This is an optimization exercise on Yosys and OpenROAD, whose aim is small area, a short achievable clock period and few clock cycles, not a production implementation.
In this exercise RTL edits were held to simulation tests only and were not proved equivalent to the original.
Power figures rest on the tool's default switching activity, not on a simulated workload.

## flow/design.v

```verilog
`timescale 1ns / 1ps
package cmdp_pkg;
    localparam int JOINT_COUNT_DEF = 6;
    localparam logic [7:0] CH_NUL   = 8'h00;
    localparam logic [7:0] CH_PLUS  = 8'h2B;
    localparam logic [7:0] CH_MINUS = 8'h2D;
    localparam logic [7:0] CH_DIG1  = 8'h31;
    localparam logic [7:0] CH_A     = 8'h41;
    localparam logic [7:0] CH_E     = 8'h45;
    localparam logic [7:0] CH_J     = 8'h4A;
    localparam logic [7:0] CH_M     = 8'h4D;
    localparam logic [7:0] CH_O     = 8'h4F;
    localparam logic [7:0] CH_S     = 8'h53;
    localparam logic [7:0] CH_T     = 8'h54;
    localparam logic [7:0] CH_V     = 8'h56;
    localparam logic [4:0] P_M    = 5'd0;    
    localparam logic [4:0] P_O    = 5'd1;    
    localparam logic [4:0] P_V    = 5'd2;    
    localparam logic [4:0] P_E    = 5'd3;    
    localparam logic [4:0] P_J    = 5'd4;    
    localparam logic [4:0] P_JD   = 5'd5;    
    localparam logic [4:0] P_N1   = 5'd6;    
    localparam logic [4:0] P_S    = 5'd7;    
    localparam logic [4:0] P_SA   = 5'd8;    
    localparam logic [4:0] P_SD   = 5'd9;    
    localparam logic [4:0] P_N2   = 5'd10;   
    localparam logic [4:0] P_T    = 5'd11;   
    localparam logic [4:0] P_TA   = 5'd12;   
    localparam logic [4:0] P_TD   = 5'd13;   
    localparam logic [4:0] P_N3   = 5'd14;   
    localparam logic [4:0] P_TT   = 5'd15;   
    localparam logic [4:0] P_N4   = 5'd16;   
    localparam logic [4:0] P_END  = 5'd17;   
    localparam logic [4:0] P_FAIL = 5'd18;   
    function automatic logic is_ws(logic [7:0] c);
        is_ws = (c == 8'h20) || ((c >= 8'h09) && (c <= 8'h0D));
    endfunction
    function automatic logic is_digit(logic [7:0] c);
        is_digit = (c >= 8'h30) && (c <= 8'h39);
    endfunction
endpackage
`timescale 1ns / 1ps
module cmdp_parser
(
    input  logic        clk,
    input  logic        rst_n,
    input  logic        in_v,
    input  logic [7:0]  ch,
    output logic        push,        
    output logic [1:0]  push_lane,   
    output logic        push_bank,
    output logic [31:0] value,       
    output logic        term,        
    output logic        term_acc,
    output logic        term_bank
);
    logic [4:0]  pos_reg,  pos_next;
    logic [2:0]  jn_reg,   jn_next;
    logic        sgn_reg,  sgn_next;    
    logic        dig_reg,  dig_next;    
    logic        neg_reg,  neg_next;
    logic        bank_reg;
    logic [31:0] acc_reg;
    logic        take_digit;
    logic        nul;
    logic        ws;
    logic        digit;
    logic        jdig;
    logic        in_num;
    logic [4:0]  after;        
    logic [7:0]  lit;          
    logic        skip_ws;
    logic [4:0]  lit_next;
    logic [35:0]        t;
    logic [35:0]        a;
    logic [35:0]        sd;
    logic [3:0]         d;
    logic               nd;
    logic [31:0]        acc_new;
    assign nul   = (ch == cmdp_pkg::CH_NUL);
    assign ws    = cmdp_pkg::is_ws(ch);
    assign digit = cmdp_pkg::is_digit(ch);
    assign jdig  = (ch == (cmdp_pkg::CH_DIG1 + {5'd0, jn_reg}));
    assign in_num = (pos_reg == cmdp_pkg::P_N1) || (pos_reg == cmdp_pkg::P_N2) ||
                    (pos_reg == cmdp_pkg::P_N3) || (pos_reg == cmdp_pkg::P_N4);
    always_comb
    begin
        case (pos_reg)
            cmdp_pkg::P_N1: after = cmdp_pkg::P_S;
            cmdp_pkg::P_N2: after = cmdp_pkg::P_T;
            cmdp_pkg::P_N3: after = (jn_reg == 3'd5) ? cmdp_pkg::P_TT : cmdp_pkg::P_J;
            default:        after = cmdp_pkg::P_END;
        endcase
    end
    assign nd      = neg_reg;
    assign d       = ch[3:0];
    assign a       = dig_reg ? {{4{acc_reg[31]}}, acc_reg} : 36'd0;
    assign sd      = nd ? (36'd0 - {32'd0, d}) : {32'd0, d};
    assign t       = (a << 3) + (a << 1) + sd;
    assign acc_new = ((t[35:31] != 5'h00) && (t[35:31] != 5'h1F)) ? {nd, {31{!nd}}} : t[31:0];
    always_comb
    begin
        lit      = cmdp_pkg::CH_DIG1 + {5'd0, jn_reg};
        skip_ws  = 1'b0;
        lit_next = cmdp_pkg::P_FAIL;
        case ((in_num && dig_reg && !digit) ? after : pos_reg)
            cmdp_pkg::P_M:  begin lit = cmdp_pkg::CH_M; lit_next = cmdp_pkg::P_O; end
            cmdp_pkg::P_O:  begin lit = cmdp_pkg::CH_O; lit_next = cmdp_pkg::P_V; end
            cmdp_pkg::P_V:  begin lit = cmdp_pkg::CH_V; lit_next = cmdp_pkg::P_E; end
            cmdp_pkg::P_E:  begin lit = cmdp_pkg::CH_E; lit_next = cmdp_pkg::P_J; end
            cmdp_pkg::P_J:  begin lit = cmdp_pkg::CH_J; lit_next = cmdp_pkg::P_JD; skip_ws = 1'b1; end
            cmdp_pkg::P_JD: lit_next = cmdp_pkg::P_N1;
            cmdp_pkg::P_S:  begin lit = cmdp_pkg::CH_S; lit_next = cmdp_pkg::P_SA; skip_ws = 1'b1; end
            cmdp_pkg::P_SA: begin lit = cmdp_pkg::CH_A; lit_next = cmdp_pkg::P_SD; end
            cmdp_pkg::P_SD: lit_next = cmdp_pkg::P_N2;
            cmdp_pkg::P_T:  begin lit = cmdp_pkg::CH_T; lit_next = cmdp_pkg::P_TA; skip_ws = 1'b1; end
            cmdp_pkg::P_TA: begin lit = cmdp_pkg::CH_A; lit_next = cmdp_pkg::P_TD; end
            cmdp_pkg::P_TD: lit_next = cmdp_pkg::P_N3;
            cmdp_pkg::P_TT: begin lit = cmdp_pkg::CH_T; lit_next = cmdp_pkg::P_N4; skip_ws = 1'b1; end
            default:        ;
        endcase
    end
    always_comb
    begin
        pos_next   = pos_reg;
        jn_next    = jn_reg;
        sgn_next   = sgn_reg;
        dig_next   = dig_reg;
        neg_next   = neg_reg;
        take_digit = 1'b0;
        push       = 1'b0;
        if (in_v && !nul)
        begin
            if (in_num)
            begin
                if (dig_reg)
                begin
                    if (digit)
                        take_digit = 1'b1;
                    else
                    begin
                        push     = (pos_reg != cmdp_pkg::P_N4);
                        dig_next = 1'b0;
                        neg_next = 1'b0;
                        if (pos_reg == cmdp_pkg::P_N3)
                            jn_next = jn_reg + 3'd1;
                        if (pos_reg == cmdp_pkg::P_N4)
                            pos_next = cmdp_pkg::P_END;
                        else if (ws)
                            pos_next = after;
                        else if (ch == lit)
                            pos_next = lit_next;
                        else
                            pos_next = cmdp_pkg::P_FAIL;
                    end
                end
                else if (sgn_reg)
                begin
                    if (digit)
                    begin
                        take_digit = 1'b1;
                        sgn_next   = 1'b0;
                        dig_next   = 1'b1;
                    end
                    else
                        pos_next = cmdp_pkg::P_FAIL;
                end
                else if (ws)
                    ;
                else if ((ch == cmdp_pkg::CH_PLUS) || (ch == cmdp_pkg::CH_MINUS))
                begin
                    sgn_next = 1'b1;
                    neg_next = (ch == cmdp_pkg::CH_MINUS);
                end
                else if (digit)
                begin
                    take_digit = 1'b1;
                    dig_next   = 1'b1;
                end
                else
                    pos_next = cmdp_pkg::P_FAIL;
            end
            else if ((pos_reg == cmdp_pkg::P_END) || (pos_reg == cmdp_pkg::P_FAIL))
                ;
            else if (skip_ws && ws)
                ;
            else if ((pos_reg == cmdp_pkg::P_JD) || (pos_reg == cmdp_pkg::P_SD) ||
                     (pos_reg == cmdp_pkg::P_TD))
                pos_next = jdig ? lit_next : cmdp_pkg::P_FAIL;
            else
                pos_next = (ch == lit) ? lit_next : cmdp_pkg::P_FAIL;
        end
        if (in_v && nul)
        begin
            pos_next = cmdp_pkg::P_M;
            jn_next  = 3'd0;
            sgn_next = 1'b0;
            dig_next = 1'b0;
            neg_next = 1'b0;
        end
    end
    assign term      = in_v && nul;
    assign term_acc  = (pos_reg == cmdp_pkg::P_END) || ((pos_reg == cmdp_pkg::P_N4) && dig_reg);
    assign term_bank = bank_reg;
    assign push_bank = bank_reg;
    assign push_lane = (pos_reg == cmdp_pkg::P_N1) ? 2'd0 :
                       (pos_reg == cmdp_pkg::P_N2) ? 2'd1 : 2'd2;
    assign value     = acc_reg;
    always_ff @(posedge clk or negedge rst_n)
    begin
        if (!rst_n)
        begin
            pos_reg  <= cmdp_pkg::P_M;
            jn_reg   <= 3'd0;
            sgn_reg  <= 1'b0;
            dig_reg  <= 1'b0;
            neg_reg  <= 1'b0;
            bank_reg <= 1'b0;
        end
        else
        begin
            pos_reg  <= pos_next;
            jn_reg   <= jn_next;
            sgn_reg  <= sgn_next;
            dig_reg  <= dig_next;
            neg_reg  <= neg_next;
            if (term)
                bank_reg <= !bank_reg;
        end
    end
    always_ff @(posedge clk)
    begin
        if (take_digit)
            acc_reg <= acc_new;
    end
endmodule
`timescale 1ns / 1ps
module cmdp_store
(
    input  logic        clk,
    input  logic        rst_n,
    input  logic        push,
    input  logic [1:0]  push_lane,
    input  logic        push_bank,
    input  logic [31:0] value,
    input  logic        term,
    input  logic        term_acc,
    input  logic        term_bank,
    input  logic        zero_taken,
    output logic        busy,
    output logic        rec_valid,
    input  logic        rec_ready,
    output logic [2:0]  rec_record_index,
    output logic [31:0] rec_joint_angle,
    output logic [31:0] rec_start_reload,
    output logic [31:0] rec_target_reload,
    output logic [31:0] rec_duration_ms,
    output logic        rec_accepted,
    output logic        rec_last_record
);
    logic [31:0] lane_a0 [0:5];
    logic [31:0] lane_a1 [0:5];
    logic [31:0] lane_a2 [0:5];
    logic [31:0] lane_b0 [0:5];
    logic [31:0] lane_b1 [0:5];
    logic [31:0] lane_b2 [0:5];
    logic        out_valid;
    logic        out_acc;
    logic        sel_a;
    logic        sel_b;
    logic [2:0]  out_idx;
    logic        out_last;
    logic [31:0] out_dur;
    logic        busy_reg;
    logic        take;
    logic        rd_a;
    logic        rd_b;
    logic [2:0]  sh_a;
    logic [2:0]  sh_b;
    logic        valid_next;
    assign take = out_valid && rec_ready;
    assign rd_a = take && sel_a;
    assign rd_b = take && sel_b;
    always_comb
    begin
        for (int l = 0; l < 3; l++)
        begin
            sh_a[l] = rd_a || (push && !push_bank && (push_lane == 2'(l)));
            sh_b[l] = rd_b || (push &&  push_bank && (push_lane == 2'(l)));
        end
    end
    always_ff @(posedge clk)
    begin
        for (int w = 0; w < 6; w++)
        begin
            if (sh_a[0]) lane_a0[w] <= (w == 5) ? value : lane_a0[(w + 1) % 6];
            if (sh_a[1]) lane_a1[w] <= (w == 5) ? value : lane_a1[(w + 1) % 6];
            if (sh_a[2]) lane_a2[w] <= (w == 5) ? value : lane_a2[(w + 1) % 6];
            if (sh_b[0]) lane_b0[w] <= (w == 5) ? value : lane_b0[(w + 1) % 6];
            if (sh_b[1]) lane_b1[w] <= (w == 5) ? value : lane_b1[(w + 1) % 6];
            if (sh_b[2]) lane_b2[w] <= (w == 5) ? value : lane_b2[(w + 1) % 6];
        end
    end
    assign valid_next = term || (out_valid && !(take && out_last));
    always_ff @(posedge clk or negedge rst_n)
    begin
        if (!rst_n)
        begin
            out_valid <= 1'b0;
            busy_reg  <= 1'b0;
        end
        else
        begin
            out_valid <= valid_next;
            busy_reg  <= valid_next || zero_taken;
        end
    end
    always_ff @(posedge clk)
    begin
        if (term)
        begin
            out_acc  <= term_acc;
            sel_a    <= term_acc && !term_bank;
            sel_b    <= term_acc &&  term_bank;
            out_idx  <= 3'd0;
            out_last <= !term_acc;
            out_dur  <= term_acc ? value : 32'd0;
        end
        else if (take)
        begin
            out_idx  <= out_idx + 3'd1;
            out_last <= (out_idx == 3'd4);
        end
    end
    assign busy              = busy_reg;
    assign rec_valid         = out_valid;
    assign rec_record_index  = out_idx;
    assign rec_joint_angle   = ({32{sel_a}} & lane_a0[0]) | ({32{sel_b}} & lane_b0[0]);
    assign rec_start_reload  = ({32{sel_a}} & lane_a1[0]) | ({32{sel_b}} & lane_b1[0]);
    assign rec_target_reload = ({32{sel_a}} & lane_a2[0]) | ({32{sel_b}} & lane_b2[0]);
    assign rec_duration_ms   = out_dur;
    assign rec_accepted      = out_acc;
    assign rec_last_record   = out_last;
endmodule
`timescale 1ns / 1ps
module motion_command_text_parser_top
(
    input  logic          clk,
    input  logic          rst_n,
    input  logic          cmd_valid,
    output logic          cmd_ready,
    input  logic [7:0]    cmd_ch,
    output logic          rec_valid,
    input  logic          rec_ready,
    output logic [2:0]    rec_record_index,
    output logic [31:0]   rec_joint_angle,
    output logic [31:0]   rec_start_reload,
    output logic [31:0]   rec_target_reload,
    output logic [31:0]   rec_duration_ms,
    output logic          rec_accepted,
    output logic          rec_last_record
);
    logic        busy;
    logic        in_v;
    logic [7:0]  in_ch;
    logic        push;
    logic [1:0]  push_lane;
    logic        push_bank;
    logic [31:0] value;
    logic        term;
    logic        term_acc;
    logic        term_bank;
    assign cmd_ready = !busy || (cmd_ch != 8'h00);
    always_ff @(posedge clk or negedge rst_n)
    begin
        if (!rst_n)
            in_v <= 1'b0;
        else
            in_v <= cmd_valid && cmd_ready;
    end
    always_ff @(posedge clk)
        in_ch <= cmd_ch;
    cmdp_parser u_parser (
        .clk       (clk),
        .rst_n     (rst_n),
        .in_v      (in_v),
        .ch        (in_ch),
        .push      (push),
        .push_lane (push_lane),
        .push_bank (push_bank),
        .value     (value),
        .term      (term),
        .term_acc  (term_acc),
        .term_bank (term_bank)
    );
    cmdp_store u_store (
        .clk               (clk),
        .rst_n             (rst_n),
        .push              (push),
        .push_lane         (push_lane),
        .push_bank         (push_bank),
        .value             (value),
        .term              (term),
        .term_acc          (term_acc),
        .term_bank         (term_bank),
        .zero_taken        (cmd_valid && cmd_ready && (cmd_ch == 8'h00)),
        .busy              (busy),
        .rec_valid         (rec_valid),
        .rec_ready         (rec_ready),
        .rec_record_index  (rec_record_index),
        .rec_joint_angle   (rec_joint_angle),
        .rec_start_reload  (rec_start_reload),
        .rec_target_reload (rec_target_reload),
        .rec_duration_ms   (rec_duration_ms),
        .rec_accepted      (rec_accepted),
        .rec_last_record   (rec_last_record)
    );
endmodule
```

## flow/run.sh

```bash
#!/bin/bash
# synth_recipe.tcl (not shown) runs the flow's synth.tcl, then flattens the netlist and writes it again
# the make line also repeats each setting of config.mk as NAME=value (left out here)
make -C /OpenROAD-flow-scripts/flow DESIGN_CONFIG=/design/flow/config.mk WORK_HOME=/design/flow/orfs CLKGATE_MAP_FILE= SYNTH_SCRIPT=/design/flow/synth_recipe.tcl finish
```

## flow/config.mk

```make
export PLATFORM = sky130hd
export DESIGN_NAME = motion_command_text_parser_top
export DESIGN_NICKNAME = motion_command_text_parser_top
export VERILOG_FILES = /design/flow/design.v
export SDC_FILE = /design/flow/constraint.sdc
export NUM_CORES = 4
export LEC_CHECK = 0
export CAP_MARGIN = 20
export CORE_MARGIN = 2
export CORE_UTILIZATION = 70
export CTS_BUF_LIST = sky130_fd_sc_hd__clkbuf_4
export SLEW_MARGIN = 20
```

## flow/constraint.sdc

```tcl
create_clock -name core_clock -period 18.0 [get_ports {clk}]
set_input_delay 3.6000 -clock core_clock [delete_from_list [all_inputs] [get_ports {clk}]]
set_output_delay 3.6000 -clock core_clock [all_outputs]
set_load 0.01 [all_outputs]
```

==> key figures, run 1 <==
Route
  • DRC viols: 0
  • Initial DRC count: 1484
  • DRT Pass-1 Iters: 5
  • Final WL: 68.32 mm
  • Routed WL per cell: 20.02 microns
  • Detail Route Antenna Nets: 0
  • DR vias: 19208
  • Vias per cell: 5.628

GRT
  • GRT Overall Usage: 22.36%
  • Largest net degree at the start of global routing: 86
  • Gr busiest metal: met2
  • First-pass GRT wire length: 106.3 mm
  • M2 GR Usage: 35.80%
  • Initial antenna violation count: 3
  • Vias in the first global route: 19954
  • Met1 Usage GRT: 29.89%
  • GR Util met3: 6.386%
  • Congestion Overflow GR: 0

Die
  • Die Span Y: 251.8 microns
  • Area of the core: 60470 sq um
  • IO Pins: 147
  • Die width: 251.8 microns
  • Die ar.: 63390 sq um
  • Initial cell density of the core: 71.07%
  • Row count: 90

Synth
  • Gate Count Post-Synth: 2009
  • Asr flop ratio synth: 1.204%
  • Syn_area_per_cell: 21.39 sq um
  • Unique cell type count in the Yosys netlist: 79
  • Yosys warns: 9
  • Yosys top cell by area: edfxtp_1
  • Post-synth EDFFs: 1220
  • Synth Cell Area: 42970 sq um
  • FF+latch count, synth: 1246
  • Post-synth top flop: edfxtp_1
  • Syn nets: 2096
  • Yosys top cell area share: 85.25%
  • Synth area leaders: edfxtp_1 85%, a22o_1 2.0%, fa_1 1.5%
  • Sequential area share after synthesis: 86.63%

Setup path
  • Req. time, crit path: 14.40 ns
  • Crit path max fanout: 2
  • Setup crit start kind: input pin
  • Arr. time, crit path: 5.07 ns
  • Worst reg-to-reg path cell count: 17
  • CP Buf/Inv Count: 2
  • End of the worst register-to-register path: u_parser.acc_reg[1]
  • Crit path max-delay family: buffers and inverters
  • CP Class: input pin to primary output
  • Crit path capture: cmd_ready
  • Capturing element type of the critical path: primary output
  • Slowest stage cell on the critical path: clkdlybuf4s50_1
  • Critical Path Most Common Cell: clkdlybuf4s50_1
  • Levels on crit path: 4
  • Max incr delay on CP: 0.51 ns
  • R2R Path Start: in_ch[0]
  • R2R setup slack: 11.63 ns
  • Worst Setup SP: cmd_ch[5]
  • Worst path cell trace: clkdlybuf4s50_1 -> nor4_1 -> nand3_1 -> clkdlybuf4s50_1

CTS
  • Inserted Clock Buffers: 301
  • Post-CTS resize count: 0
  • Post-CTS setup buffers: 0
  • Hold Buf Count CTS: 0
  • Clk sink count: 1246
  • Clock transition at path regs: 0.07 ns
  • Latest clock arrival within the worst-skew pair: 1.08 ns
  • H-tree Lvls: 5
  • Clock Root Buffer: clkbuf_4
  • Bufs on Longest Clock Path: 4
  • CTS tree: yes

Power and ir drop
  • Power per cell area: 112.9 nW/um^2
  • VDD IR max: 0.08122 mV
  • Total Power: 0.005536 W
  • Leakage: 16.85 nW

STA
  • Least-Margin Pin Slew: 1.061 ns
  • Worst rel slew slack: 29.29%
  • Tmin final: 8.667 ns
  • Final setup fails: 0
  • Hold Vio Cnt, Final: 0
  • FMAX: 115.4 MHz
  • RSZ-0062 raised after global routing: no
  • Setup Skew: 0.1042 ns
  • Max-slew violations: 0
  • Tcrit/Tclk final: 48.15%
  • Setup TNS: 0 ns

Place
  • PortBufs: 146
  • Dpl hpwl: 38.10 mm
  • Gpl congestion: 0.8279

Hold path
  • HP Start: u_store.lane_a2[5][6]
  • Worst hold path type: register to register
  • Worst Hold Path Cells: 0

Outcome
  • Outcome: finished clean

Final layout
  • Final Net Count: 2522
  • Fillcell total: 2933
  • Layout cells sized above 1: 19.40%
  • Sequential cell area: 37230 sq um
  • Area Overhead vs Synth: 14.09%
  • Multi-input logic area: 5493 sq um
  • Util after Layout: 81.08%

Job
  • Max_cap viols: 0
## area by class of cell
cell class / count / area share, %
diodes: 2 / 0.01021
well taps: 782 / 1.996
multi-input cells: 687 / 11.20
repair buffers: 175 / 3.473
clock buffers: 425 / 6.508
inverters: 24 / 0.1863
flip-flops and latches: 1246 / 75.94
clock inverters: 72 / 0.6865
## layout by cell type (no fill, tap or decap), drive strengths merged, types with 6 or more instances in the layout
cell and n:
clkinv 65, o31ai 9, nand2 45, nor2 37, xnor2 26, buf 29
mux2i 31, ha 43, and2 72, o21ai 44, a21oi 53, nand4 10
inv 29, nand3 25, o21a 11, clkdlybuf4s50 146, nor3 16, a31oi 12
a22o 97, nand2b 6, edfxtp 1220, nor2b 10, dfxtp 11, fa 32
clkbuf 425, dfrtp 15, a21o 19, xor2 17
## stage by stage
step	worst slack (ns)	cell area, sq um	instances	hold slack, ns
after global routing	9.198	49030	3413	0.3422
after CTS	9.313	48990	3410	0.3233
after detailed placement	9.324	45460	2913	0.4045
after global placement	9.359	45460	2913	0.4000
final	9.333	49030	3413	0.3347
after floorplan	1.842	42980	2009	0.4003
## cell usage after synthesis (11+ instances only)
library cell	number
a21o_1	19
a21oi_1	51
a22o_1	97
a31oi_1	12
and2_1	72
clkbuf_1	37
dfrtp_1	15
dfxtp_1	11
edfxtp_1	1220
fa_1	32
ha_1	43
inv_1	22
mux2i_1	30
nand2_1	45
nand3_1	25
nor2_1	36
nor3_1	15
o21a_1	11
o21ai_0	38
xnor2_1	26
xor2_1	16
## layer usage
layer / part of all wire [%] / vias up
li1: - / 9021
met2: 50 / 599
met4: 2.3 / 0
met1: 42 / 9468
met5: 0 / -
met3: 5.4 / 120
## cell families (layout without fill, tap and decap cells)
group / after synthesis / in the layout / share of synthesized area (%)
flip-flops: 1246 / 1246 / 86.63
AO/OA/AOI/OAI: 285 / 285 / 4.877
AND/OR/NAND/NOR: 249 / 249 / 3.203
buffers and inverters: 76 / 696 / 0.7686
adder cells (fa/ha/maj): 75 / 75 / 2.743
XOR/XNOR: 43 / 43 / 0.8938
multiplexers: 35 / 35 / 0.8822
other: 0 / 2 / 0
## power by group
| part | internal, W | switching, W |
|---|---|---|
| registers | 0.00317 | 0.0000203 |
| logic | 0.000103 | 0.000140 |
| clock network | 0.00111 | 0.000988 |
| total | 0.00439 | 0.00115 |
## worst min-delay path by stage
stage                        endpoint  slack, ns
3_3_place_gp   u_store.lane_a2[4][25]       0.40
2_1_floorplan   u_store.lane_a0[0][0]       0.40
3_5_place_dp   u_store.lane_a0[0][24]       0.40
5_1_grt         u_store.lane_a2[4][6]       0.34
6_report        u_store.lane_a2[4][6]       0.33
4_1_cts         u_store.lane_a2[4][6]       0.32
Testbench counts, summed over its fixed seeds: cycles 74,613.
==> run 2: changes to the inputs <==
--- a/flow/config.mk
+++ b/flow/config.mk
@@ -10,3 +10,3 @@
 export CORE_UTILIZATION = 70
-export CTS_BUF_LIST = sky130_fd_sc_hd__clkbuf_4
+export CTS_BUF_LIST = sky130_fd_sc_hd__clkbuf_8
 export SLEW_MARGIN = 20
==> key figures, run 2 <==
Outcome
  • Outcome: finished clean (unchanged)

Route
  • Detail Route Antenna Nets: 0 (unchanged)
  • DRT Pass-1 Iters: 5 (unchanged)
  • Initial DRC count: 1588 (was 1484)
  • Metal-1 WL: 28.79 mm (was 28.82 mm)
  • Routed WL per cell: 20.79 microns (was 20.02 microns)
  • Met3 routed WL: 3.524 mm (was 3.671 mm)
  • Met2 WL: 33.52 mm (was 34.25 mm)
  • Final WL: 67.32 mm (was 68.32 mm)
  • DR vias: 18504 (was 19208)
  • Top Layer Used: met4 (unchanged)
  • Vias per cell: 5.715 (was 5.628)
  • DRC viols: 0 (unchanged)

STA
  • FMAX: 115.2 MHz (was 115.4 MHz)
  • Setup TNS: 0 ns (unchanged)
  • Tmin final: 8.680 ns (was 8.667 ns)
  • Tcrit/Tclk final: 48.22% (was 48.15%)
  • Least-Margin Pin Slew: 1.066 ns (was 1.061 ns)
  • Max-slew violations: 0 (unchanged)
  • Final setup fails: 0 (unchanged)
  • Worst rel slew slack: 28.92% (was 29.29%)
  • RSZ-0062 raised after global routing: no (unchanged)
  • Hold Vio Cnt, Final: 0 (unchanged)
  • Setup Skew: 0.04908 ns (was 0.1042 ns)

CTS
  • Inserted Clock Buffers: 179 (was 301)
  • H-tree Lvls: 4 (was 5)
  • CTS tree: yes (unchanged)
  • Post-CTS setup buffers: 0 (unchanged)
  • Clk sink count: 1246 (unchanged)
  • Clock Root Buffer: clkbuf_8 (was clkbuf_4)
  • Latest clock arrival within the worst-skew pair: 0.82 ns (was 1.08 ns)
  • Post-CTS resize count: 0 (unchanged)
  • Clock transition at path regs: 0.06 ns (was 0.07 ns)
  • Bufs on Longest Clock Path: 3 (was 4)
  • Hold Buf Count CTS: 0 (unchanged)

GRT
  • Congestion Overflow GR: 0 (unchanged)
  • First-pass GRT wire length: 102.6 mm (was 106.3 mm)
  • Initial antenna violation count: 4 (was 3)
  • GRT Overall Usage: 21.65% (was 22.36%)
  • Largest net degree at the start of global routing: 86 (unchanged)
  • Vias in the first global route: 18856 (was 19954)

Die
  • Row count: 90 (unchanged)
  • Die Span Y: 251.8 microns (unchanged)
  • Area of the core: 60470 sq um (unchanged)
  • Initial cell density of the core: 71.07% (unchanged)
  • IO Pins: 147 (unchanged)
  • Die ar.: 63390 sq um (unchanged)
  • Die width: 251.8 microns (unchanged)

Power and ir drop
  • Switching power: 0.001137 W (was 0.001149 W)
  • Sw frac: 20.97% (was 20.75%)
  • VDD IR max: 0.09361 mV (was 0.08122 mV)
  • Fraction of power consumed by combinational cells: 4.5% (was 4.4%)
  • Total Power: 0.005420 W (was 0.005536 W)
  • Clk network pwr share: 36.6% (was 37.9%)
  • Seq pwr share: 59.0% (was 57.7%)
  • Pint: 0.004283 W (was 0.004388 W)
  • Leakage: 16.62 nW (was 16.85 nW)
  • Power per cell area: 111.2 nW/um^2 (was 112.9 nW/um^2)

Synth
  • FF+latch count, synth: 1246 (unchanged)
  • Yosys top cell area share: 85.25% (unchanged)
  • Syn_area_per_cell: 21.39 sq um (unchanged)
  • Yosys top cell by area: edfxtp_1 (unchanged)
  • Syn nets: 2096 (unchanged)
  • Unique cell type count in the Yosys netlist: 79 (unchanged)
  • Synth Cell Area: 42970 sq um (unchanged)
  • Cell with the most instances after synthesis: edfxtp_1 (unchanged)
  • Yosys warns: 9 (unchanged)
  • Post-synth EDFFs: 1220 (unchanged)
  • Gate Count Post-Synth: 2009 (unchanged)
  • Sequential area share after synthesis: 86.63% (unchanged)
  • Synth top cells by count: 1220 x edfxtp_1, 97 x a22o_1, 72 x and2_1 (unchanged)
  • Synth area leaders: edfxtp_1 85%, a22o_1 2.0%, fa_1 1.5% (unchanged)
  • Asr flop ratio synth: 1.204% (unchanged)
  • Post-synth top flop: edfxtp_1 (unchanged)

Final layout
  • Layout cells sized above 1: 11.08% (was 19.40%)
  • Most frequent cells in the layout: 1220 x edfxtp_1, 182 x clkbuf_8, 146 x clkdlybuf4s50_1 (was 1220 x edfxtp_1, 425 x clkbuf_4, 146 x clkdlybuf4s50_1)
  • Fin cells: 3238 (was 3413)
  • Area Overhead vs Synth: 13.42% (was 14.09%)
  • Final Net Count: 2400 (was 2522)
  • Fillcell total: 2818 (was 2933)
  • Sequential cell area: 37230 sq um (unchanged)
  • Most common cell after layout, fill and taps aside: edfxtp_1 (unchanged)
  • Multi-input logic area: 5493 sq um (unchanged)

Setup path
  • Crit path max-delay family: buffers and inverters (unchanged)
  • Capturing element type of the critical path: primary output (unchanged)
  • CP Buf/Inv Count: 2 (unchanged)
  • CP Class: input pin to primary output (unchanged)
  • Setup crit start kind: input pin (unchanged)
  • Arr. time, crit path: 5.08 ns (was 5.07 ns)
  • Req. time, crit path: 14.40 ns (about the same)
  • Crit path max fanout: 2 (unchanged)
  • Worst path cell trace: clkdlybuf4s50_1 -> nor4_1 -> nand3_1 -> clkdlybuf4s50_1 (unchanged)
  • Slowest stage cell on the critical path: clkdlybuf4s50_1 (unchanged)
  • Max incr delay on CP: 0.51 ns (about the same)
  • Critical Path Most Common Cell: clkdlybuf4s50_1 (unchanged)

Hold path
  • Worst hold path type: register to register (unchanged)

Place
  • Gpl congestion: 0.8279 (unchanged)
  • Placed Instances: 2913 (unchanged)
  • PortBufs: 146 (unchanged)
  • Dpl hpwl: 38.10 mm (unchanged)

Job
  • Max_cap viols: 0 (unchanged)
-- run 2: metal layers --
metal / up-vias / track usage, %
met1: 9273 / 29.58
met3: 103 / 5.385
met2: 497 / 34.55
li1: 8631 / -
met4: 0 / 8.335
met5: - / 0
-- run 2: stage by stage --
| step | worst slack [ns] | utilization, % | hold WS, ns | area (sq um) |
|---|---|---|---|---|
| after floorplan | 1.842 | - | 0.4003 | 42980 |
| after global placement | 9.359 | 75.18 | 0.4000 | 45460 |
| after detailed placement | 9.324 | 75.18 | 0.4045 | 45460 |
| after CTS | 9.313 | 80.55 | 0.3878 | 48710 |
| after global routing | 9.198 | 80.61 | 0.3912 | 48740 |
| final | 9.320 | 80.61 | 0.3872 | 48740 |
-- run 2: power groups by stage --
| stage | clock network [W] | logic [W] | registers [W] |
|---|---|---|---|
| floorplan | 0 | 0.000195 | 0.00325 |
| global placement | 0 | 0.000232 | 0.00326 |
| global route | 0.00216 | 0.000268 | 0.00320 |
| CTS | 0.00203 | 0.000243 | 0.00320 |
| detailed placement | 0 | 0.000240 | 0.00326 |
| finish | 0.00198 | 0.000243 | 0.00320 |
-- run 2: area by class of cell --
type | count | area share [%]
antenna | 1 | 0.005134
clock buffer | 182 | 5.139
clock inverter | 141 | 1.517
inverter | 24 | 0.1874
multi-input combinational | 687 | 11.27
sequential | 1246 | 76.38
tap | 782 | 2.007
timing repair buffer | 175 | 3.494
-- run 2: cell families after synthesis --
family / after synthesis / share of synthesized area (%)
and+or+nand+nor: 249 / 3.203
adders and majority gates: 75 / 2.743
buffers and inverters: 76 / 0.7686
xor gates and xnor gates: 43 / 0.8938
muxes: 35 / 0.8822
DFF: 1246 / 86.63
AOI/OAI and AO/OA: 285 / 4.877
-- run 2: path summary, 6_finish.rpt --
kind	from	endpoint	slack (ns)	depth (start not counted)
min reg2reg	u_store.lane_a2[2][5]	u_store.lane_a2[1][5]	0.39	0
max	cmd_ch[5]	cmd_ready	9.32	4
min in group asynchronous	rst_n	u_parser.pos_reg[3]	3.27	1
min	u_store.lane_a2[2][5]	u_store.lane_a2[1][5]	0.39	0
max reg2reg	in_ch[0]	u_parser.acc_reg[1]	11.68	17
max in group asynchronous	rst_n	u_parser.pos_reg[0]	14.20	1
==> run 3: changes to the inputs <==
--- a/flow/config.mk
+++ b/flow/config.mk
@@ -11,2 +11,4 @@
 export CTS_BUF_LIST = sky130_fd_sc_hd__clkbuf_8
+export CTS_CLUSTER_DIAMETER = 60
+export CTS_CLUSTER_SIZE = 20
 export SLEW_MARGIN = 20
==> key figures, run 3 <==
Outcome
  • Outcome: finished clean (unchanged)

Synth
  • Cell with the most instances after synthesis: edfxtp_1 (unchanged)
  • Asr flop ratio synth: 1.204% (unchanged)
  • Yosys top cell area share: 85.25% (unchanged)
  • Sequential area share after synthesis: 86.63% (unchanged)
  • Post-synth EDFFs: 1220 (unchanged)
  • Unique cell type count in the Yosys netlist: 79 (unchanged)
  • Synth Cell Area: 42970 sq um (unchanged)
  • Post-synth top flop: edfxtp_1 (unchanged)
  • Gate Count Post-Synth: 2009 (unchanged)
  • Syn nets: 2096 (unchanged)
  • FF+latch count, synth: 1246 (unchanged)
  • Yosys warns: 9 (unchanged)
  • Syn_area_per_cell: 21.39 sq um (unchanged)
  • Synth top cells by count: 1220 x edfxtp_1, 97 x a22o_1, 72 x and2_1 (unchanged)
  • Yosys top cell by area: edfxtp_1 (unchanged)
  • Synth area leaders: edfxtp_1 85%, a22o_1 2.0%, fa_1 1.5% (unchanged)

STA
  • Setup TNS: 0 ns (unchanged)
  • Tmin final: 8.670 ns (was 8.680 ns)
  • Max-slew violations: 0 (unchanged)
  • FMAX: 115.3 MHz (was 115.2 MHz)
  • Tcrit/Tclk final: 48.17% (was 48.22%)
  • Hold Vio Cnt, Final: 0 (unchanged)
  • RSZ-0062 raised after global routing: no (unchanged)
  • Least-Margin Pin Slew: 1.082 ns (was 1.066 ns)
  • Final setup fails: 0 (unchanged)
  • Worst rel slew slack: 27.84% (was 28.92%)
  • Setup Skew: 0.02130 ns (was 0.04908 ns)

Route
  • Final WL: 63.83 mm (was 67.32 mm)
  • Initial DRC count: 1559 (was 1588)
  • DRT Pass-1 Iters: 6 (was 5)
  • DRC viols: 0 (unchanged)
  • Detail Route Antenna Nets: 0 (unchanged)
  • Routed WL per cell: 21.19 microns (was 20.79 microns)
  • DR vias: 17653 (was 18504)
  • Vias per cell: 5.859 (was 5.715)

Place
  • Gpl congestion: 0.8279 (unchanged)
  • Dpl hpwl: 38.10 mm (unchanged)
  • PortBufs: 146 (unchanged)
  • Placed inst area: 45460 sq um (unchanged)
  • Placed Instances: 2913 (unchanged)

GRT
  • Vias in the first global route: 17890 (was 18856)
  • GRT Overall Usage: 20.60% (was 21.65%)
  • Initial antenna violation count: 1 (was 4)
  • Largest net degree at the start of global routing: 86 (unchanged)
  • Congestion Overflow GR: 0 (unchanged)
  • First-pass GRT wire length: 98.95 mm (was 102.6 mm)

Setup path
  • CP Class: input pin to primary output (unchanged)
  • Arr. time, crit path: 5.07 ns (was 5.08 ns)
  • Req. time, crit path: 14.40 ns (about the same)
  • Setup crit start kind: input pin (unchanged)
  • Capturing element type of the critical path: primary output (unchanged)
  • Crit path max fanout: 2 (unchanged)

CTS
  • Post-CTS resize count: 0 (unchanged)
  • Hold Buf Count CTS: 0 (unchanged)
  • Clk sink count: 1246 (unchanged)
  • Clock transition at path regs: 0.11 ns (was 0.06 ns)
  • Inserted Clock Buffers: 75 (was 179)
  • H-tree Lvls: 3 (was 4)
  • Post-CTS setup buffers: 0 (unchanged)
  • CTS tree: yes (unchanged)
  • Bufs on Longest Clock Path: 3 (unchanged)
  • Clock Root Buffer: clkbuf_8 (unchanged)
  • Latest clock arrival within the worst-skew pair: 0.67 ns (was 0.82 ns)

Die
  • Row count: 90 (unchanged)
  • Area of the core: 60470 sq um (unchanged)
  • Die width: 251.8 microns (unchanged)
  • IO Pins: 147 (unchanged)
  • Die ar.: 63390 sq um (unchanged)
  • Die Span Y: 251.8 microns (unchanged)
  • Initial cell density of the core: 71.07% (unchanged)

Final layout
  • Fillcell total: 3111 (was 2818)
  • Most common cell after layout, fill and taps aside: edfxtp_1 (unchanged)
  • Fin cells: 3013 (was 3238)
  • Util after Layout: 77.22% (was 80.61%)
  • Layout cells sized above 1: 6.685% (was 11.08%)
  • Finished Cell Area: 46690 sq um (was 48740 sq um)
  • Area Overhead vs Synth: 8.653% (was 13.42%)
  • Final Net Count: 2296 (was 2400)
  • Most frequent cells in the layout: 1220 x edfxtp_1, 146 x clkdlybuf4s50_1, 97 x a22o_1 (was 1220 x edfxtp_1, 182 x clkbuf_8, 146 x clkdlybuf4s50_1)

Job
  • Max_cap viols: 0 (unchanged)

Power and ir drop
  • Leakage: 15.37 nW (was 16.62 nW)
  • Power per cell area: 98.41 nW/um^2 (was 111.2 nW/um^2)
  • Total Power: 0.004595 W (was 0.005420 W)
  • VDD IR max: 0.07601 mV (was 0.09361 mV)

Hold path
  • Worst hold path type: register to register (unchanged)
==> run 3: layout make-up <==
type | instances | area [sq um] | share of cell area, %
Sequential cell | 1246 | 37230 | 79.73
Multi-Input combinational cell | 687 | 5493 | 11.76
Timing Repair Buffer | 175 | 1703 | 3.647
Clock buffer | 76 | 1046 | 2.240
Tap cell | 782 | 978.4 | 2.095
Clock inverter | 21 | 146.4 | 0.3135
Inverter | 24 | 91.34 | 0.1956
Antenna cell | 2 | 5.005 | 0.01072
==> run 3: where the power goes <==
group,internal (W),leakage (nW),switching [W]
clock,0.000399,0.654,0.000763
sequential,0.00317,11.2,0.0000202
combinational,0.000103,3.48,0.000140
total,0.00367,15.4,0.000923
==> run 3: final timing paths <==
check,startpoint,endpoint,slack [ns],depth (start not counted)
min in group asynchronous,rst_n,u_parser.bank_reg,3.38,1
setup reg to reg,in_ch[1],u_parser.acc_reg[1],11.69,17
hold / removal,u_store.lane_b0[5][1],u_store.lane_b0[4][1],0.42,0
max in group asynchronous,rst_n,u_parser.neg_reg,14.10,1
hold reg to reg,u_store.lane_b0[5][1],u_store.lane_b0[4][1],0.42,0
setup / recovery,cmd_ch[5],cmd_ready,9.33,4
==> run 3: metal layers <==
layer / part of all wire, % / up-vias / track usage [%]
met4: 2.3 / 0 / 6.712
met3: 3.9 / 106 / 2.878
met1: 44 / 8911 / 29.23
met2: 50 / 369 / 34.08
li1: - / 8267 / -
met5: 0 / - / 0
==> run 3: logic make-up (layout without fill, tap and decap cells) <==
group	Yosys count	after routing	synth area share (%)
and+or+nand+nor	249	249	3.203
xor gates and xnor gates	43	43	0.8938
muxes	35	35	0.8822
AOI/OAI and AO/OA	285	285	4.877
adders and majority gates	75	75	2.743
DFF	1246	1246	86.63
buffers and inverters	76	296	0.7686
other	0	2	0
==> run 3: critical path, stage by stage <==
cell and delay [ns]:
clkdlybuf4s50_1 0.43, nor4_1 0.37, nand3_1 0.16, clkdlybuf4s50_1 0.51
==> run 3: stage by stage <==
step	hold slack [ns]	setup slack [ns]
CTS	0.4191	9.313
finish	0.4185	9.330
floorplan	0.4003	1.842
detailed placement	0.4045	9.324
global route	0.4219	9.198
global placement	0.4000	9.359
==> run 4: changes to the inputs <==
--- a/flow/config.mk
+++ b/flow/config.mk
@@ -10,5 +10,5 @@
 export CORE_UTILIZATION = 70
-export CTS_BUF_LIST = sky130_fd_sc_hd__clkbuf_8
-export CTS_CLUSTER_DIAMETER = 60
-export CTS_CLUSTER_SIZE = 20
+export CTS_BUF_LIST = sky130_fd_sc_hd__clkbuf_16
+export CTS_CLUSTER_DIAMETER = 100
+export CTS_CLUSTER_SIZE = 30
 export SLEW_MARGIN = 20
==> key figures, run 4 <==
Synth
  • FF+latch count, synth: 1246 (unchanged)
  • Post-synth EDFFs: 1220 (unchanged)
  • Synth Cell Area: 42970 sq um (unchanged)
  • Yosys top cell area share: 85.25% (unchanged)
  • Sequential area share after synthesis: 86.63% (unchanged)
  • Syn_area_per_cell: 21.39 sq um (unchanged)
  • Post-synth top flop: edfxtp_1 (unchanged)
  • Synth top cells by count: 1220 x edfxtp_1, 97 x a22o_1, 72 x and2_1 (unchanged)
  • Cell with the most instances after synthesis: edfxtp_1 (unchanged)
  • Synth area leaders: edfxtp_1 85%, a22o_1 2.0%, fa_1 1.5% (unchanged)
  • Yosys top cell by area: edfxtp_1 (unchanged)
  • Syn nets: 2096 (unchanged)
  • Gate Count Post-Synth: 2009 (unchanged)
  • Yosys warns: 9 (unchanged)
  • Unique cell type count in the Yosys netlist: 79 (unchanged)
  • Asr flop ratio synth: 1.204% (unchanged)

Setup path
  • Setup crit start kind: input pin (unchanged)
  • Crit path capture: cmd_ready (unchanged)
  • Req. time, crit path: 14.40 ns (about the same)
  • Worst path cell trace: clkdlybuf4s50_1 -> nor4_1 -> nand3_1 -> clkdlybuf4s50_1 (unchanged)
  • Capturing element type of the critical path: primary output (unchanged)
  • Crit path max fanout: 2 (unchanged)
  • Max incr delay on CP: 0.51 ns (about the same)
  • Arr. time, crit path: 5.07 ns (about the same)
  • Crit path max-delay family: buffers and inverters (unchanged)
  • Slowest stage cell on the critical path: clkdlybuf4s50_1 (unchanged)
  • Worst reg-to-reg path cell count: 17 (unchanged)
  • R2R Path Start: in_ch[0] (was in_ch[1])
  • Critical Path Most Common Cell: clkdlybuf4s50_1 (unchanged)
  • CP Class: input pin to primary output (unchanged)
  • End of the worst register-to-register path: u_parser.acc_reg[1] (unchanged)
  • CP Buf/Inv Count: 2 (unchanged)
  • Levels on crit path: 4 (unchanged)
  • R2R setup slack: 11.71 ns (was 11.69 ns)
  • Worst Setup SP: cmd_ch[5] (unchanged)

STA
  • RSZ-0062 raised after global routing: no (unchanged)
  • Setup TNS: 0 ns (unchanged)
  • Setup Skew: 0.04948 ns (was 0.02130 ns)
  • FMAX: 115.3 MHz (about the same)
  • Hold Vio Cnt, Final: 0 (unchanged)
  • Setup slack after layout: 9.329 ns (was 9.330 ns)
  • Hold_ws: 0.4158 ns (was 0.4185 ns)
  • Final setup fails: 0 (unchanged)
  • Max-slew violations: 0 (unchanged)
  • Tmin final: 8.671 ns (was 8.670 ns)
  • Worst rel slew slack: 29.37% (was 27.84%)
  • Tcrit/Tclk final: 48.17% (about the same)
  • Least-Margin Pin Slew: 1.059 ns (was 1.082 ns)

Place
  • Worst slack, placed: 9.324 ns (unchanged)
  • Dpl hpwl: 38.10 mm (unchanged)
  • PortBufs: 146 (unchanged)
  • Gpl congestion: 0.8279 (unchanged)

Final layout
  • Fillcell total: 3114 (was 3111)
  • Most common cell after layout, fill and taps aside: edfxtp_1 (unchanged)
  • Final Net Count: 2269 (was 2296)
  • Layout cells sized above 1: 5.452% (was 6.685%)
  • Most frequent cells in the layout: 1220 x edfxtp_1, 146 x clkdlybuf4s50_1, 97 x a22o_1 (unchanged)
  • Area Overhead vs Synth: 9.075% (was 8.653%)

Die
  • Area of the core: 60470 sq um (unchanged)
  • Row count: 90 (unchanged)
  • Die ar.: 63390 sq um (unchanged)
  • IO Pins: 147 (unchanged)
  • Die Span Y: 251.8 microns (unchanged)
  • Initial cell density of the core: 71.07% (unchanged)
  • Die width: 251.8 microns (unchanged)

Route
  • DR vias: 17699 (was 17653)
  • Initial DRC count: 1591 (was 1559)
  • DRT Pass-1 Iters: 5 (was 6)
  • Routed WL per cell: 22.23 microns (was 21.19 microns)
  • Vias per cell: 5.929 (was 5.859)
  • Detail Route Antenna Nets: 0 (unchanged)
  • Final WL: 66.36 mm (was 63.83 mm)
  • DRC viols: 0 (unchanged)

GRT
  • Congestion Overflow GR: 0 (unchanged)
  • Largest net degree at the start of global routing: 86 (unchanged)
  • GRT Overall Usage: 21.22% (was 20.60%)
  • First-pass GRT wire length: 101.5 mm (was 98.95 mm)
  • Initial antenna violation count: 1 (unchanged)
  • Vias in the first global route: 17871 (was 17890)

CTS
  • Inserted Clock Buffers: 48 (was 75)
  • Latest clock arrival within the worst-skew pair: 0.64 ns (was 0.67 ns)
  • H-tree Lvls: 2 (was 3)
  • Bufs on Longest Clock Path: 3 (unchanged)
  • Clock Root Buffer: clkbuf_16 (was clkbuf_8)
  • Post-CTS resize count: 0 (unchanged)
  • Clk sink count: 1246 (unchanged)
  • Clock transition at path regs: 0.10 ns (was 0.11 ns)
  • Post-CTS setup buffers: 0 (unchanged)
  • Hold Buf Count CTS: 0 (unchanged)
  • CTS tree: yes (unchanged)

Outcome
  • Outcome: finished clean (unchanged)

Power and ir drop
  • VDD IR max: 0.08997 mV (was 0.07601 mV)
  • Leakage: 15.44 nW (was 15.37 nW)
  • Power per cell area: 100.4 nW/um^2 (was 98.41 nW/um^2)

Hold path
  • Worst hold path type: register to register (unchanged)

Job
  • Max_cap viols: 0 (unchanged)
run 4: changes by cell type in the layout (fill, tap and decap cells not counted):
cell        before  now
clkbuf_8        76    0
clkbuf_16        0   50
inv_1           33   36
clkinv_1         2    0
inv_6            2    0
clkinv_16        0    1
clkinvlp_4       1    0
inv_12           2    1
inv_16           1    0
inv_2            2    3
run 4: cell type report:
| class | count | area [sq um] | area share (%) |
|---|---|---|---|
| flip-flops and latches | 1246 | 37230 | 79.43 |
| clock inverters | 19 | 122.6 | 0.2616 |
| inverters | 24 | 91.34 | 0.1949 |
| clock buffers | 50 | 1251 | 2.669 |
| repair buffers | 175 | 1703 | 3.633 |
| multi-input cells | 687 | 5493 | 11.72 |
| well taps | 782 | 978.4 | 2.087 |
| diodes | 2 | 5.005 | 0.01068 |
run 4: logic make-up after synthesis:
group / after synthesis / synth area share (%)
multiplexers: 35 / 0.8822
adder cells (fa/ha/maj): 75 / 2.743
XOR/XNOR: 43 / 0.8938
AO/OA/AOI/OAI: 285 / 4.877
flip-flops: 1246 / 86.63
buffers and inverters: 76 / 0.7686
AND/OR/NAND/NOR: 249 / 3.203
run 4: where the power goes:
part / total [W] / switching [W] / internal, W
clock network: 0.00127 / 0.000760 / 0.000511
logic: 0.000243 / 0.000140 / 0.000103
registers: 0.00319 / 0.0000203 / 0.00317
total: 0.00470 / 0.000920 / 0.00378
run 4: how the worst min path moves through the flow:
stage / start / end / cells after the start
after floorplan: u_store.lane_a0[1][0] / u_store.lane_a0[0][0] / 0
after global placement: u_store.lane_a2[5][25] / u_store.lane_a2[4][25] / 0
after detailed placement: u_store.lane_a0[1][24] / u_store.lane_a0[0][24] / 0
after CTS: u_store.lane_a2[2][27] / u_store.lane_a2[1][27] / 0
after global routing: u_store.lane_a2[4][11] / u_store.lane_a2[3][11] / 0
final: u_store.lane_a2[1][3] / u_store.lane_a2[0][3] / 0
run 4: routing by layer:
layer / track usage [%] / wire (microns) / vias up
li1: - / - / 8227
met1: 29.75 / 28530 / 9034
met2: 36.27 / 33980 / 362
met3: 2.724 / 2499 / 76
met4: 5.562 / 1357 / 0
met5: 0 / 0 / -
run 4: through the flow:
step	cells	utilization (%)	instance area, sq um	total power [W]
finish	2985	77.52	46880	0.004705
global route	2983	77.51	46870	0.004853
CTS	2982	77.46	46840	0.004743
detailed placement	2913	75.18	45460	0.003496
global placement	2913	75.18	45460	0.003487
floorplan	2009	-	42980	0.003449
==> run 5: changes to the inputs <==
--- a/flow/config.mk
+++ b/flow/config.mk
@@ -9,6 +9,3 @@
 export CORE_MARGIN = 2
-export CORE_UTILIZATION = 70
-export CTS_BUF_LIST = sky130_fd_sc_hd__clkbuf_16
-export CTS_CLUSTER_DIAMETER = 100
-export CTS_CLUSTER_SIZE = 30
+export CORE_UTILIZATION = 40
 export SLEW_MARGIN = 20
==> key figures, run 5 <==
CTS
  • CTS tree: yes (unchanged)
  • Post-CTS setup buffers: 0 (unchanged)
  • Clk sink count: 1246 (unchanged)
  • H-tree Lvls: 3 (was 2)
  • Bufs on Longest Clock Path: 3 (unchanged)
  • Hold Buf Count CTS: 0 (unchanged)
  • Latest clock arrival within the worst-skew pair: 0.68 ns (was 0.64 ns)
  • Clock Root Buffer: clkbuf_16 (unchanged)
  • Clock transition at path regs: 0.06 ns (was 0.10 ns)
  • Inserted Clock Buffers: 116 (was 48)
  • Post-CTS resize count: 0 (unchanged)

Synth
  • FF+latch count, synth: 1246 (unchanged)
  • Cell with the most instances after synthesis: edfxtp_1 (unchanged)
  • Synth area leaders: edfxtp_1 85%, a22o_1 2.0%, fa_1 1.5% (unchanged)
  • Post-synth EDFFs: 1220 (unchanged)
  • Syn_area_per_cell: 21.39 sq um (unchanged)
  • Post-synth top flop: edfxtp_1 (unchanged)
  • Sequential area share after synthesis: 86.63% (unchanged)
  • Gate Count Post-Synth: 2009 (unchanged)
  • Unique cell type count in the Yosys netlist: 79 (unchanged)
  • Synth Cell Area: 42970 sq um (unchanged)
  • Asr flop ratio synth: 1.204% (unchanged)
  • Syn nets: 2096 (unchanged)
  • Synth top cells by count: 1220 x edfxtp_1, 97 x a22o_1, 72 x and2_1 (unchanged)
  • Yosys warns: 9 (unchanged)
  • Yosys top cell by area: edfxtp_1 (unchanged)
  • Yosys top cell area share: 85.25% (unchanged)

STA
  • Hold Vio Cnt, Final: 0 (unchanged)
  • RSZ-0062 raised after global routing: no (unchanged)
  • FMAX: 115.4 MHz (was 115.3 MHz)
  • Tmin final: 8.664 ns (was 8.671 ns)
  • Least-Margin Pin Slew: 1.057 ns (was 1.059 ns)
  • Worst rel slew slack: 29.51% (was 29.37%)
  • Tcrit/Tclk final: 48.13% (was 48.17%)
  • Max-slew violations: 0 (unchanged)
  • Setup TNS: 0 ns (unchanged)
  • Final setup fails: 0 (unchanged)
  • Setup Skew: 0.02799 ns (was 0.04948 ns)

Final layout
  • Util after Layout: 46.81% (was 77.52%)
  • Fin cells: 3743 (was 2985)
  • Finished Cell Area: 49970 sq um (was 46880 sq um)
  • Most common cell after layout, fill and taps aside: edfxtp_1 (unchanged)
  • Layout cells sized above 1: 9.791% (was 5.452%)
  • Most frequent cells in the layout: 1220 x edfxtp_1, 146 x clkdlybuf4s50_1, 116 x clkbuf_16 (was 1220 x edfxtp_1, 146 x clkdlybuf4s50_1, 97 x a22o_1)
  • Area Overhead vs Synth: 16.28% (was 9.075%)
  • Final Net Count: 2336 (was 2269)

Power and ir drop
  • Switching power: 0.001159 W (was 0.0009204 W)
  • Sw frac: 20.00% (was 19.56%)
  • Power per cell area: 115.9 nW/um^2 (was 100.4 nW/um^2)
  • Clk network pwr share: 40.7% (was 27.0%)
  • VDD IR max: 0.07243 mV (was 0.08997 mV)
  • Pint: 0.004635 W (was 0.003784 W)
  • Leakage: 16.52 nW (was 15.44 nW)
  • Seq pwr share: 55.1% (was 67.8%)
  • Fraction of power consumed by combinational cells: 4.2% (was 5.2%)

Route
  • Detail Route Antenna Nets: 0 (unchanged)
  • DRT Pass-1 Iters: 8 (was 5)
  • DR vias: 18256 (was 17699)
  • Final WL: 71.43 mm (was 66.36 mm)
  • Vias per cell: 4.877 (was 5.929)
  • DRC viols: 0 (unchanged)
  • Initial DRC count: 1804 (was 1591)
  • Routed WL per cell: 19.08 microns (was 22.23 microns)

Hold path
  • Worst Hold Path Cells: 0 (unchanged)
  • Worst hold path type: register to register (unchanged)
  • Min-Delay Endpoint: u_store.lane_a1[1][24] (was u_store.lane_a2[0][3])
  • HP Start: u_store.lane_a1[2][24] (was u_store.lane_a2[1][3])

Die
  • IO Pins: 147 (unchanged)
  • Die ar.: 110100 sq um (was 63390 sq um)
  • Area of the core: 106800 sq um (was 60470 sq um)
  • Die Span Y: 331.8 microns (was 251.8 microns)
  • Row count: 120 (was 90)
  • Die width: 331.8 microns (was 251.8 microns)
  • Initial cell density of the core: 40.26% (was 71.07%)

GRT
  • GRT Overall Usage: 12.86% (was 21.22%)
  • Congestion Overflow GR: 0 (unchanged)
  • Vias in the first global route: 18572 (was 17871)
  • Largest net degree at the start of global routing: 193 (was 86)
  • First-pass GRT wire length: 109.6 mm (was 101.5 mm)
  • Initial antenna violation count: 2 (was 1)

Place
  • PortBufs: 146 (unchanged)
  • Placed Instances: 3533 (was 2913)
  • Dpl hpwl: 41.08 mm (was 38.10 mm)
  • Gpl congestion: 0.8286 (was 0.8279)
  • Placed inst area: 46240 sq um (was 45460 sq um)

Setup path
  • Capturing element type of the critical path: primary output (unchanged)
  • CP Class: input pin to primary output (unchanged)
  • Worst path cell trace: clkdlybuf4s50_1 -> nor4_1 -> nand3_1 -> clkdlybuf4s50_1 (unchanged)
  • Critical Path Most Common Cell: clkdlybuf4s50_1 (unchanged)
  • Slowest stage cell on the critical path: clkdlybuf4s50_1 (unchanged)
  • R2R Path Start: in_ch[0] (unchanged)
  • Crit path max fanout: 2 (unchanged)
  • Max incr delay on CP: 0.50 ns (was 0.51 ns)
  • Worst reg-to-reg path cell count: 17 (unchanged)
  • End of the worst register-to-register path: u_parser.acc_reg[14] (was u_parser.acc_reg[1])
  • Arr. time, crit path: 5.06 ns (was 5.07 ns)
  • Req. time, crit path: 14.40 ns (about the same)
  • Setup crit start kind: input pin (unchanged)
  • R2R setup slack: 11.95 ns (was 11.71 ns)

Outcome
  • Outcome: finished clean (unchanged)

Job
  • Max_cap viols: 0 (unchanged)
## run 5: cell counts after synthesis
No cell type changed its count.
## run 5: worst max path at each step
stage	slack [ns]	depth (start not counted)	end	start
after floorplan	1.84	9	u_store.lane_a1[0][0]	in_ch[1]
after CTS	9.29	4	cmd_ready	cmd_ch[5]
after global routing	9.19	4	cmd_ready	cmd_ch[5]
after detailed placement	9.31	4	cmd_ready	cmd_ch[5]
after global placement	9.26	4	cmd_ready	cmd_ch[5]
final	9.34	4	cmd_ready	cmd_ch[5]
## run 5: metal layers
layer  routed length (microns)  vias up  share of wire [%]  global-route usage (%)
li1                          -     8446                  -                       -
met5                         0        -                  0                       0
met2                     34920      431                 49                   21.38
met3                      3462      142                4.8                   2.586
met1                     31310     9237                 44                   16.88
met4                      1741        0                2.4                   4.488
## run 5: through the flow
step / power [W] / setup slack (ns) / hold slack, ns
2_1_floorplan: 0.003449 / 1.842 / 0.4003
3_3_place_gp: 0.003486 / 9.264 / 0.4002
3_5_place_dp: 0.003495 / 9.310 / 0.4045
4_1_cts: 0.005864 / 9.294 / 0.4058
5_1_grt: 0.005998 / 9.194 / 0.3971
6_report: 0.005794 / 9.336 / 0.3990
## run 5: worst max-delay path: cells and delay by family
kind	cells	cell delay, ns
buffers and inverters	2	0.92
and+or+nand+nor	2	0.54
## run 5: cells by family (layout without fill, tap and decap cells)
family          after synthesis  count (layout)  share of synthesized area [%]
simple gates                249             249                          3.203
flops                      1246            1246                          86.63
other cells                   0               1                              0
fa+ha+maj                    75              75                          2.743
compound gates              285             285                          4.877
xor+xnor                     43              43                         0.8938
mux                          35              35                         0.8822
buf+inv                      76             406                         0.7686
## run 5: cell type report
cell class,instances,area (sq um)
Multi-Input combinational cell,687,5493
Tap cell,1403,1755
Inverter,24,90.09
Antenna cell,1,2.502
Sequential cell,1246,37230
Clock buffer,139,2989
Timing Repair Buffer,174,1705
Fill cell,8630,56780
Clock inverter,69,705.7
## run 5: power by group through the flow
stage	sequential [W]	clock, W	combinational, W
floorplan	0.00325	0	0.000195
global placement	0.00325	0	0.000232
detailed placement	0.00326	0	0.000239
CTS	0.00319	0.00243	0.000242
global route	0.00319	0.00253	0.000269
finish	0.00319	0.00236	0.000243
==> run 6: changes to the inputs <==
==> flow/flow/run.sh (new file) <==
#!/bin/bash
# Own layout flow: the standard ORFS flow (standard.sh, unchanged synthesis),
# with the port buffers made from a plain buffer cell instead of the one
# buffer_ports picks by default. Every input and output port still gets a buffer.
set -euo pipefail
export BUFFER_PORTS_ARGS="-buffer_cell sky130_fd_sc_hd__buf_2"
bash standard.sh > standard.log 2>&1
==> flow/standard.sh (new file) <==
#!/bin/bash
# synth_recipe.tcl (not shown) runs the flow's synth.tcl, then flattens the netlist and writes it again
# the make line also repeats each setting of config.mk as NAME=value (left out here)
make -C /OpenROAD-flow-scripts/flow DESIGN_CONFIG=/design/flow/config.mk WORK_HOME=/design/flow/orfs CLKGATE_MAP_FILE= SYNTH_SCRIPT=/design/flow/synth_recipe.tcl "${@:-finish}"
--- a/flow/config.mk
+++ b/flow/config.mk
@@ -9,3 +9,6 @@
 export CORE_MARGIN = 2
-export CORE_UTILIZATION = 40
+export CORE_UTILIZATION = 70
+export CTS_BUF_LIST = sky130_fd_sc_hd__clkbuf_8
+export CTS_CLUSTER_DIAMETER = 60
+export CTS_CLUSTER_SIZE = 20
 export SLEW_MARGIN = 20
removed: flow/run.sh
==> key figures, run 6 <==
CTS
  • Inserted Clock Buffers: 75 (was 116)
  • Post-CTS resize count: 0 (unchanged)
  • Clock Root Buffer: clkbuf_8 (was clkbuf_16)
  • Clock transition at path regs: 0.11 ns (was 0.06 ns)
  • CTS tree: yes (unchanged)
  • H-tree Lvls: 3 (unchanged)
  • Clk sink count: 1246 (unchanged)
  • Post-CTS setup buffers: 0 (unchanged)
  • Latest clock arrival within the worst-skew pair: 0.70 ns (was 0.68 ns)
  • Bufs on Longest Clock Path: 3 (unchanged)
  • Hold Buf Count CTS: 0 (unchanged)

Job
  • Max_cap viols: 0 (unchanged)

Setup path
  • Setup crit start kind: input pin (unchanged)
  • Capturing element type of the critical path: primary output (unchanged)
  • CP Class: input pin to primary output (unchanged)
  • Worst path cell trace: buf_2 -> nor4_1 -> nand3_1 -> buf_2 (was clkdlybuf4s50_1 -> nor4_1 -> nand3_1 -> clkdlybuf4s50_1)
  • Slowest stage cell on the critical path: nor4_1 (was clkdlybuf4s50_1)
  • Req. time, crit path: 14.40 ns (about the same)
  • Crit path max fanout: 2 (unchanged)
  • Arr. time, crit path: 4.37 ns (was 5.06 ns)
  • R2R setup slack: 11.77 ns (was 11.95 ns)
  • CP Buf/Inv Count: 2 (unchanged)
  • Crit path max-delay family: simple AND/OR/NAND/NOR gates (was buffers and inverters)
  • Critical Path Most Common Cell: buf_2 (was clkdlybuf4s50_1)
  • Worst reg-to-reg path cell count: 17 (unchanged)
  • Levels on crit path: 4 (unchanged)
  • Max incr delay on CP: 0.36 ns (was 0.50 ns)

Synth
  • Post-synth EDFFs: 1220 (unchanged)
  • FF+latch count, synth: 1246 (unchanged)
  • Post-synth top flop: edfxtp_1 (unchanged)
  • Sequential area share after synthesis: 86.63% (unchanged)
  • Yosys warns: 9 (unchanged)
  • Gate Count Post-Synth: 2009 (unchanged)
  • Synth area leaders: edfxtp_1 85%, a22o_1 2.0%, fa_1 1.5% (unchanged)
  • Syn nets: 2096 (unchanged)
  • Asr flop ratio synth: 1.204% (unchanged)
  • Synth top cells by count: 1220 x edfxtp_1, 97 x a22o_1, 72 x and2_1 (unchanged)
  • Yosys top cell area share: 85.25% (unchanged)
  • Syn_area_per_cell: 21.39 sq um (unchanged)
  • Unique cell type count in the Yosys netlist: 79 (unchanged)
  • Synth Cell Area: 42970 sq um (unchanged)
  • Yosys top cell by area: edfxtp_1 (unchanged)
  • Cell with the most instances after synthesis: edfxtp_1 (unchanged)

Power and ir drop
  • Fraction of power consumed by combinational cells: 5.1% (was 4.2%)
  • Pint: 0.003683 W (was 0.004635 W)
  • Seq pwr share: 69.2% (was 55.1%)
  • Power per cell area: 100.1 nW/um^2 (was 115.9 nW/um^2)
  • Total Power: 0.004610 W (was 0.005794 W)
  • Clk network pwr share: 25.7% (was 40.7%)
  • Sw frac: 20.12% (was 20.00%)
  • Leakage: 15.37 nW (was 16.52 nW)
  • Switching power: 0.0009274 W (was 0.001159 W)
  • VDD IR max: 0.08123 mV (was 0.07243 mV)

Final layout
  • Multi-input logic area: 5493 sq um (unchanged)
  • Final Net Count: 2297 (was 2336)
  • Layout cells sized above 1: 13.52% (was 9.791%)
  • Most common cell after layout, fill and taps aside: edfxtp_1 (unchanged)
  • Most frequent cells in the layout: 1220 x edfxtp_1, 146 x buf_2, 97 x a22o_1 (was 1220 x edfxtp_1, 146 x clkdlybuf4s50_1, 116 x clkbuf_16)
  • Fillcell total: 3168 (was 8630)
  • Area Overhead vs Synth: 7.162% (was 16.28%)
  • Sequential cell area: 37230 sq um (unchanged)

Route
  • DR vias: 17675 (was 18256)
  • Initial DRC count: 1469 (was 1804)
  • DRT Pass-1 Iters: 5 (was 8)
  • Detail Route Antenna Nets: 0 (unchanged)
  • Vias per cell: 5.855 (was 4.877)
  • Routed WL per cell: 21.37 microns (was 19.08 microns)
  • Final WL: 64.52 mm (was 71.43 mm)
  • DRC viols: 0 (unchanged)

STA
  • Final setup fails: 0 (unchanged)
  • Hold_ws: 0.4112 ns (was 0.3990 ns)
  • Setup slack after layout: 10.03 ns (was 9.336 ns)
  • Setup Skew: 0.02975 ns (was 0.02799 ns)
  • Setup TNS: 0 ns (unchanged)
  • RSZ-0062 raised after global routing: no (unchanged)
  • Max-slew violations: 0 (unchanged)
  • Tmin final: 7.968 ns (was 8.664 ns)
  • Hold Vio Cnt, Final: 0 (unchanged)
  • Worst rel slew slack: 26.51% (was 29.51%)
  • Least-Margin Pin Slew: 1.102 ns (was 1.057 ns)
  • Tcrit/Tclk final: 44.27% (was 48.13%)
  • FMAX: 125.5 MHz (was 115.4 MHz)

Die
  • Row count: 90 (was 120)
  • Initial cell density of the core: 71.07% (was 40.26%)
  • Die Span Y: 251.8 microns (was 331.8 microns)
  • Die ar.: 63390 sq um (was 110100 sq um)
  • Area of the core: 60470 sq um (was 106800 sq um)
  • Die width: 251.8 microns (was 331.8 microns)
  • IO Pins: 147 (unchanged)

Place
  • Worst slack, placed: 10.03 ns (was 9.310 ns)
  • PortBufs: 146 (unchanged)
  • Gpl congestion: 0.8092 (was 0.8286)
  • Dpl hpwl: 38.49 mm (was 41.08 mm)

GRT
  • GRT Overall Usage: 20.76% (was 12.86%)
  • Initial antenna violation count: 4 (was 2)
  • Congestion Overflow GR: 0 (unchanged)
  • First-pass GRT wire length: 99.16 mm (was 109.6 mm)
  • Largest net degree at the start of global routing: 85 (was 193)
  • Vias in the first global route: 18054 (was 18572)

Hold path
  • Worst hold path type: register to register (unchanged)
  • Worst Hold Path Cells: 0 (unchanged)

Outcome
  • Outcome: finished clean (unchanged)
## run 6: per-layer routing
layer | wire (microns) | up-vias | track usage [%] | part of all wire (%)
li1 | - | 8291 | - | -
met1 | 27960 | 8880 | 28.98 | 43
met2 | 32030 | 391 | 34.40 | 50
met3 | 2903 | 111 | 3.405 | 4.5
met4 | 1607 | 2 | 6.830 | 2.5
met5 | 13 | - | 0 | 0.020
## run 6: stage by stage
step / cells / utilization, % / area [sq um]
after floorplan: 2009 / - / 42980
after global placement: 2913 / 73.97 / 44730
after detailed placement: 2913 / 73.97 / 44730
after CTS: 3013 / 76.04 / 45980
after global routing: 3017 / 76.15 / 46050
final: 3019 / 76.16 / 46050
## run 6: power groups by stage
stage | registers, W | clock network [W] | logic (W)
2_1_floorplan | 0.00325 | 0 | 0.000195
3_3_place_gp | 0.00325 | 0 | 0.000228
3_5_place_dp | 0.00326 | 0 | 0.000235
4_1_cts | 0.00319 | 0.00123 | 0.000236
5_1_grt | 0.00319 | 0.00132 | 0.000261
6_report | 0.00319 | 0.00118 | 0.000237
## run 6: final cells by class
cell class                 count  area share (%)
antenna                        4         0.02174
inverter                      24          0.1983
sequential                  1246           80.84
tap                          782           2.125
multi-input combinational    687           11.93
timing repair buffer         176           2.179
clock buffer                  79           2.361
clock inverter                21          0.3450
## run 6: path summary, 6_finish.rpt
kind | from | to
worst max-delay path | cmd_ch[5] | cmd_ready
worst min-delay path | u_store.lane_b0[4][1] | u_store.lane_b0[3][1]
worst max register to register | in_ch[1] | u_parser.acc_reg[1]
worst min register to register | u_store.lane_b0[4][1] | u_store.lane_b0[3][1]
max in group asynchronous | rst_n | u_parser.neg_reg
min in group asynchronous | rst_n | u_parser.pos_reg[4]
## run 6: cell families (layout without fill, tap and decap cells)
| logic type | after synthesis | after routing | synth area share, % |
|---|---|---|---|
| mux | 35 | 35 | 0.8822 |
| buf+inv | 76 | 300 | 0.7686 |
| other cells | 0 | 4 | 0 |
| flops | 1246 | 1246 | 86.63 |
| fa+ha+maj | 75 | 75 | 2.743 |
| simple gates | 249 | 249 | 3.203 |
| xor+xnor | 43 | 43 | 0.8938 |
| compound gates | 285 | 285 | 4.877 |

[static timing again, ports no longer ideal]
How much do the figures lean on ideal ports? The routed layouts below were timed once more, with nothing changed but the port constraints.
Step 1: set_driving_cell puts a clkbuf_16 on clk and a buf_2 on each other input, an assumption about the parent block.
Step 2 times the ports against the registers' clock, not the clock port: input delays grow and output delays shrink by t, the midpoint of the rising clock arrivals with the driver on.
Slacks: ideal / step 1 / step 2; pairs: ideal / step 1.
| run | t (ns) | setup slack, ns | hold slack, ns | worst slew at a driven data input, ns |
|---|---|---|---|---|
| run 1 | 1.089 | 9.333 / 9.307 / 9.307 | 0.335 / 0.335 / 0.335 | 0.04 |
| run 2 | 0.855 | 9.320 / 9.294 / 9.294 | 0.387 / 0.387 / 0.387 | 0.04 |
| run 3 | 0.723 | 9.330 / 9.305 / 9.305 | 0.418 / 0.418 / 0.418 | 0.03 |
| run 4 | 0.675 | 9.329 / 9.302 / 9.302 | 0.416 / 0.416 / 0.416 | 0.03 |
| run 5 | 0.736 | 9.336 / 9.316 / 9.316 | 0.399 / 0.399 / 0.399 | 0.03 |
| run 6 | 0.740 | 10.032 / 10.008 / 10.008 | 0.411 / 0.411 / 0.411 | 0.03 |
After both steps every run listed still meets setup and hold. The setup slack of run 4, which loses most, moves by -0.027 ns with the drivers and by -0.027 ns with both steps.
